From an optimization exercise on the open Yosys and OpenROAD flow, aimed at small area; shortcuts taken in it are not production practice.
Only simulation tests tie the RTL to the original design; equivalence was not proved.
Power and IR drop assume default switching activity.

==> inputs of raven <==
==> flow/design.v <==
`default_nettype none
package bp_pkg;
	localparam int PC_W = 11;
	localparam int SET_W = 4;
	localparam int TAG_W = 6;
	localparam int WAYS = 4;
	localparam int SETS = 16;
	localparam int WAY_W = 2;
	localparam int CTR_W = 2;
	localparam logic [CTR_W-1:0] CTR_BRANCH_INIT = 2'd1;
	localparam logic [CTR_W-1:0] CTR_JUMP_INIT = 2'd3;
	localparam int BT_BEQ = 5;
	localparam int BT_BNE = 4;
	localparam int BT_BLT = 3;
	localparam int BT_BGE = 2;
	localparam int BT_BLTU = 1;
	localparam int BT_BGEU = 0;
	localparam int CBT_BEQZ = 1;
	localparam int CBT_BNEZ = 0;
	typedef struct packed {
		logic valid;
		logic [TAG_W-1:0] tag;
		logic [PC_W-1:0] target;
		logic [CTR_W-1:0] ctr;
	} bht_entry_t;
	localparam int ENTRY_W = 1 + TAG_W + PC_W + CTR_W;
	localparam int E_VALID = ENTRY_W - 1;
	localparam int E_TAG_LO = PC_W + CTR_W;
	localparam int E_TARGET_LO = CTR_W;
	localparam int E_CTR_LO = 0;
	typedef logic [WAYS*ENTRY_W-1:0] bht_set_t;
	typedef struct packed {
		logic prediction;
		logic [PC_W-1:0] pbt;
	} bp_fetch_t;
	typedef struct packed {
		logic [PC_W-1:0] pc;
		logic [PC_W-1:0] target;
		logic is_jump;
		logic is_btype;
	} bp_decode_t;
	typedef struct packed {
		logic [PC_W-1:0] pc;
		logic z;
		logic less;
		logic [5:0] btype;
		logic [1:0] c_btype;
	} bp_exe_t;
	typedef struct packed {
		logic we;
		logic [SET_W-1:0] set;
		bht_entry_t entry;
	} bht_alloc_t;
	typedef struct packed {
		logic we;
		logic [SET_W-1:0] set;
		logic [WAY_W-1:0] way;
		logic [CTR_W-1:0] ctr;
	} bht_update_t;
	typedef enum logic [1:0] {
		NONE = 2'd0,
		CNI = 2'd2,
		PBT = 2'd3
	} bp_correction_e;
	function automatic logic [SET_W-1:0] pc_set(input logic [PC_W-1:0] pc);
		pc_set = pc[SET_W-1:0];
	endfunction
	function automatic logic [TAG_W-1:0] pc_tag(input logic [PC_W-1:0] pc);
		pc_tag = pc[SET_W+TAG_W-1:SET_W];
	endfunction
endpackage
`default_nettype wire
`timescale 1ns/1ns
`default_nettype none
module bht_aoi222 (
	input logic a0, b0, a1, b1, a2, b2,
	output logic y
);
	assign y = !((a0 && b0) || (a1 && b1) || (a2 && b2));
endmodule
module bht_nand2 (
	input logic a, b,
	output logic y
);
	assign y = !(a && b);
endmodule
module bht_nand3 (
	input logic a, b, c,
	output logic y
);
	assign y = !(a && b && c);
endmodule
module bht_nor2 (
	input logic a, b,
	output logic y
);
	assign y = !(a || b);
endmodule
module bht_mux16n (
	input logic [15:0] sel,
	input logic [15:0] d,
	output logic yn
);
	logic [5:0] t;
	logic [1:0] u;
	genvar i;
	for (i = 0; i < 5; i++) begin : g_aoi
		bht_aoi222 u_aoi (
			.a0(sel[3*i]), .b0(d[3*i]),
			.a1(sel[3*i+1]), .b1(d[3*i+1]),
			.a2(sel[3*i+2]), .b2(d[3*i+2]),
			.y(t[i])
		);
	end
	bht_nand2 u_last (.a(sel[15]), .b(d[15]), .y(t[5]));
	bht_nand3 u_or0 (.a(t[0]), .b(t[1]), .c(t[2]), .y(u[0]));
	bht_nand3 u_or1 (.a(t[3]), .b(t[4]), .c(t[5]), .y(u[1]));
	bht_nor2 u_out (.a(u[0]), .b(u[1]), .y(yn));
endmodule
`default_nettype wire
`timescale 1ns/1ns
`default_nettype none
module bht_table #(
	parameter int W = 1
) (
	input logic [15:0] sel,
	input logic [15:0][W-1:0] rows,
	output logic [W-1:0] rdn
);
	genvar b, s;
	for (b = 0; b < W; b++) begin : g_bit
		logic [15:0] col;
		for (s = 0; s < 16; s++) begin : g_set
			assign col[s] = rows[s][b];
		end
		bht_mux16n u_mux (.sel(sel), .d(col), .yn(rdn[b]));
	end
endmodule
`default_nettype wire
`timescale 1ns/1ns
`default_nettype none
module bp_resolve_stage #(
	parameter int D = 0
) (
	input logic [27+4*D-1:0] rdn,
	input logic [5:0] tag,
	output logic hit,
	output logic [3:0] wsel,
	output logic [(D > 0 ? D : 1)-1:0] data
);
	logic f;
	logic [1:0] p;
	logic [3:0] v, match;
	assign f = !rdn[26];
	assign p = ~rdn[25:24];
	always_comb begin
		for (int w = 0; w < 4; w++) begin
			v[w] = f || (w[1:0] < p);
			match[w] = v[w] && (~rdn[w*6 +: 6] == tag);
		end
		hit = $onehot(match);
		wsel = hit ? match : 4'b0;
	end
	if (D > 0) begin : g_data
		always_comb begin
			data = '0;
			for (int w = 0; w < 4; w++)
				data = data | ({D{wsel[w]}} & ~rdn[27 + w*D +: D]);
		end
	end else begin : g_nodata
		assign data = 1'b0;
	end
endmodule
`default_nettype wire
`timescale 1ns/1ns
`default_nettype none
module branch_predictor (
	input logic CLK,
	input logic nrst,
	input logic en,
	input logic [10:0] if_pc,
	input logic [23:0] id_in,
	input logic [20:0] exe_in,
	output logic [11:0] if_out,
	output logic [1:0] exe_correction,
	output logic [10:0] exe_pbt,
	output logic [10:0] exe_cni,
	output logic flush,
	output logic id_jump_in_bht
);
	logic [15:0][3:0][5:0] tag_q;
	logic [15:0][3:0][10:0] tgt_q;
	logic [15:0][3:0][1:0] ctr_q;
	logic [15:0][1:0] ptr_q;
	logic [15:0] full_q;
	logic flush_pend;
	logic [15:0] if_sel, id_sel, exe_sel;
	logic [15:0][26:0] look_rows;
	logic [15:0][27+4*12-1:0] if_rows;
	logic [15:0][27+4*13-1:0] exe_rows;
	assign if_sel = 16'd1 << if_pc[3:0];
	assign id_sel = 16'd1 << id_in[16:13];
	assign exe_sel = 16'd1 << exe_in[13:10];
	always_comb begin
		for (int s = 0; s < 16; s++) begin
			look_rows[s] = {full_q[s], ptr_q[s], tag_q[s]};
			if_rows[s][26:0] = look_rows[s];
			exe_rows[s][26:0] = look_rows[s];
			for (int w = 0; w < 4; w++) begin
				if_rows[s][27 + w*12 +: 12] = {ctr_q[s][w][1], tgt_q[s][w]};
				exe_rows[s][27 + w*13 +: 13] = {ctr_q[s][w], tgt_q[s][w]};
			end
		end
	end
	logic [27+4*12-1:0] if_rdn;
	logic [26:0] id_rdn;
	logic [27+4*13-1:0] exe_rdn;
	bht_table #(.W(27+4*12)) u_if_rd (.sel(if_sel), .rows(if_rows), .rdn(if_rdn));
	bht_table #(.W(27)) u_id_rd (.sel(id_sel), .rows(look_rows), .rdn(id_rdn));
	bht_table #(.W(27+4*13)) u_exe_rd (.sel(exe_sel), .rows(exe_rows), .rdn(exe_rdn));
	logic if_hit;
	logic [3:0] if_wsel;
	logic [11:0] if_data;
	bp_resolve_stage #(.D(12)) u_if_look (
		.rdn(if_rdn), .tag(if_pc[9:4]), .hit(if_hit), .wsel(if_wsel), .data(if_data)
	);
	assign if_out = if_data;
	logic id_hit;
	logic [3:0] id_wsel;
	logic id_data;
	logic is_jump, is_btype;
	logic alloc;
	logic [1:0] alloc_way;
	bp_resolve_stage #(.D(0)) u_id_look (
		.rdn(id_rdn), .tag(id_in[22:17]), .hit(id_hit), .wsel(id_wsel), .data(id_data)
	);
	assign is_jump = id_in[1];
	assign is_btype = id_in[0];
	assign alloc = (is_jump || is_btype) && !id_hit;
	assign id_jump_in_bht = is_jump && id_hit;
	assign alloc_way = ~id_rdn[25:24];
	logic exe_hit;
	logic [3:0] exe_wsel;
	logic [12:0] exe_data;
	logic [1:0] exe_ctr;
	logic z, less;
	logic [5:0] btype;
	logic [1:0] c_btype;
	logic taken, is_branch, mispredict;
	logic [1:0] next_ctr;
	bp_resolve_stage #(.D(13)) u_exe_look (
		.rdn(exe_rdn), .tag(exe_in[19:14]), .hit(exe_hit), .wsel(exe_wsel), .data(exe_data)
	);
	assign exe_ctr = exe_data[12:11];
	assign z = exe_in[9];
	assign less = exe_in[8];
	assign btype = exe_in[7:2];
	assign c_btype = exe_in[1:0];
	assign taken =
		((btype[5] || c_btype[1]) && z) ||
		((btype[4] || c_btype[0]) && !z) ||
		((btype[3] || btype[1]) && less) ||
		((btype[2] || btype[0]) && !less);
	assign is_branch = (|btype) || (|c_btype);
	assign mispredict = is_branch && (exe_ctr[1] != taken);
	always_comb begin
		next_ctr = exe_ctr;
		if (taken && exe_ctr != 2'd3)
			next_ctr = exe_ctr + 2'd1;
		else if (!taken && exe_ctr != 2'd0)
			next_ctr = exe_ctr - 2'd1;
	end
	assign exe_correction = mispredict ? {1'b1, taken} : 2'b00;
	assign exe_pbt = exe_data[10:0];
	assign exe_cni = exe_in[20:10] + 11'd1;
	logic alloc_wr, upd_wr;
	logic [3:0] alloc_wsel;
	logic [1:0] wr_ctr;
	assign alloc_wr = en && alloc;
	assign upd_wr = en && is_branch && exe_hit && !alloc;
	assign alloc_wsel = 4'd1 << alloc_way;
	assign wr_ctr = alloc ? (is_jump ? 2'd3 : 2'd1) : next_ctr;
	always_ff @(posedge CLK) begin
		for (int s = 0; s < 16; s++) begin
			for (int w = 0; w < 4; w++) begin
				if (alloc_wr && id_sel[s] && alloc_wsel[w]) begin
					tag_q[s][w] <= id_in[22:17];
					tgt_q[s][w] <= id_in[12:2];
				end
				if ((alloc_wr && id_sel[s] && alloc_wsel[w]) || (upd_wr && exe_sel[s] && exe_wsel[w]))
					ctr_q[s][w] <= wr_ctr;
			end
		end
	end
	logic [1:0] ptr_d;
	logic full_d;
	assign ptr_d = nrst ? alloc_way + 2'd1 : 2'd0;
	assign full_d = nrst && (!id_rdn[26] || alloc_way == 2'd3);
	always_ff @(posedge CLK) begin
		for (int s = 0; s < 16; s++) begin
			if (!nrst || (alloc_wr && id_sel[s])) begin
				ptr_q[s] <= ptr_d;
				full_q[s] <= full_d;
			end
		end
	end
	always_ff @(posedge CLK) begin
		if (!nrst)
			flush_pend <= 1'b0;
		else if (en)
			flush_pend <= flush_pend ? 1'b0 : (mispredict || (is_jump && !id_hit));
	end
	assign flush = flush_pend || mispredict;
endmodule
`default_nettype wire
==> flow/run.sh <==
#!/bin/bash
# synth_recipe.tcl (not shown) runs the flow's synth.tcl, then flattens the netlist and writes it again
# the make line also repeats each setting of config.mk as NAME=value (left out here)
make -C /OpenROAD-flow-scripts/flow DESIGN_CONFIG=/design/flow/config.mk WORK_HOME=/design/flow/orfs CLKGATE_MAP_FILE= SYNTH_SCRIPT=/design/flow/synth_recipe.tcl finish
==> flow/config.mk <==
export PLATFORM = sky130hd
export DESIGN_NAME = branch_predictor
export DESIGN_NICKNAME = branch_predictor
export VERILOG_FILES = /design/flow/design.v
export SDC_FILE = /design/flow/constraint.sdc
export NUM_CORES = 4
export LEC_CHECK = 0
export CAP_MARGIN = 20
export CORE_MARGIN = 2
export CORE_UTILIZATION = 40
export SLEW_MARGIN = 20
export SYNTH_HIERARCHICAL = 1
==> flow/constraint.sdc <==
create_clock -name core_clock -period 14.0 [get_ports {CLK}]
set_input_delay 2.8000 -clock core_clock [delete_from_list [all_inputs] [get_ports {CLK}]]
set_output_delay 2.8000 -clock core_clock [all_outputs]
set_load 0.01 [all_outputs]
==> tundra: changes against raven <==
--- a/flow/design.v
+++ b/flow/design.v
@@ -160,4 +160,5 @@
 		end
-		hit = $onehot(match);
-		wsel = hit ? match : 4'b0;
+		for (int w = 0; w < 4; w++)
+			wsel[w] = match[w] && ((match & ~(4'd1 << w)) == 4'd0);
+		hit = |wsel;
 	end
CORE_UTILIZATION = 55   (was 40)
CTS_BUF_LIST = sky130_fd_sc_hd__clkbuf_4   (was default)
CTS_CLUSTER_SIZE = 12   (was default)
==> notes.md <==
Vias per inst: raven 7.65; tundra 8.22
Endpoint of the worst register-to-register path: raven ctr_q[23]; tundra ctr_q[123]
Maximum clock path buffer count: raven 3; tundra 4
Area overhead of the layout relative to synthesis: raven 16.0%; tundra 14.5%
WL met2: raven 96.8 mm; tundra 98.5 mm
X dimension of the die: raven 375 um; tundra 318 um
Reg power frac: raven 0.499; tundra 0.532
Wirelength, routed: raven 230 mm; tundra 232 mm
Wire length of the first global-routing pass: raven 314 mm; tundra 314 mm
Met1 Use GR: raven 0.406; tundra 0.563
Post-synthesis cell area: raven 54,900 um2; tundra 54,300 um2
Maximum number of pins on one net before global-route repair: raven 81; tundra 76
Register-to-register path setup slack: raven 7.05 ns; tundra 7.52 ns
Insertion delay of the later-clocked pin in the worst-skew pair: raven 0.80 ns; tundra 1.23 ns
Gpl congestion: raven 1.00; tundra 0.961
Length of routed wiring on met1: raven 78.4 mm; tundra 73.9 mm
Relative slew slack: raven 0.147; tundra 0.137
Status: raven finished clean; tundra finished clean

## afterwards: timing with drivers on the ports
The flow's constraints put no driver on any port. The routed layouts listed below were extracted and timed again, unchanged, in two steps.
Step 1 sets driving cells, clkbuf_16 on the clock port and buf_2 on the other inputs (assumed; they add their load-dependent delay and slew).
Step 2 adds t to the input delays and takes it off the output delays; t is the mean of the earliest and latest rising clock arrival at the registers after step 1. Input paths then give back, and output paths get back, about the clock's delay inside the block.
Slacks: ideal / step 1 / step 2; pairs: ideal / step 1.
| run | shift t [ns] | setup WS [ns] | worst setup path at the end | clock arrival spread, ns |
|---|---|---|---|---|
| raven | 0.859 | 0.298 / 0.266 / 0.266 | input to output | 0.033 / 0.033 |
| tundra | 1.261 | 1.337 / 1.306 / 1.306 | input to output | 0.087 / 0.087 |
After both steps every run listed still meets setup and hold. For raven, which loses most, drivers alone change the setup slack by -0.032 ns; drivers and shift together by -0.032 ns.
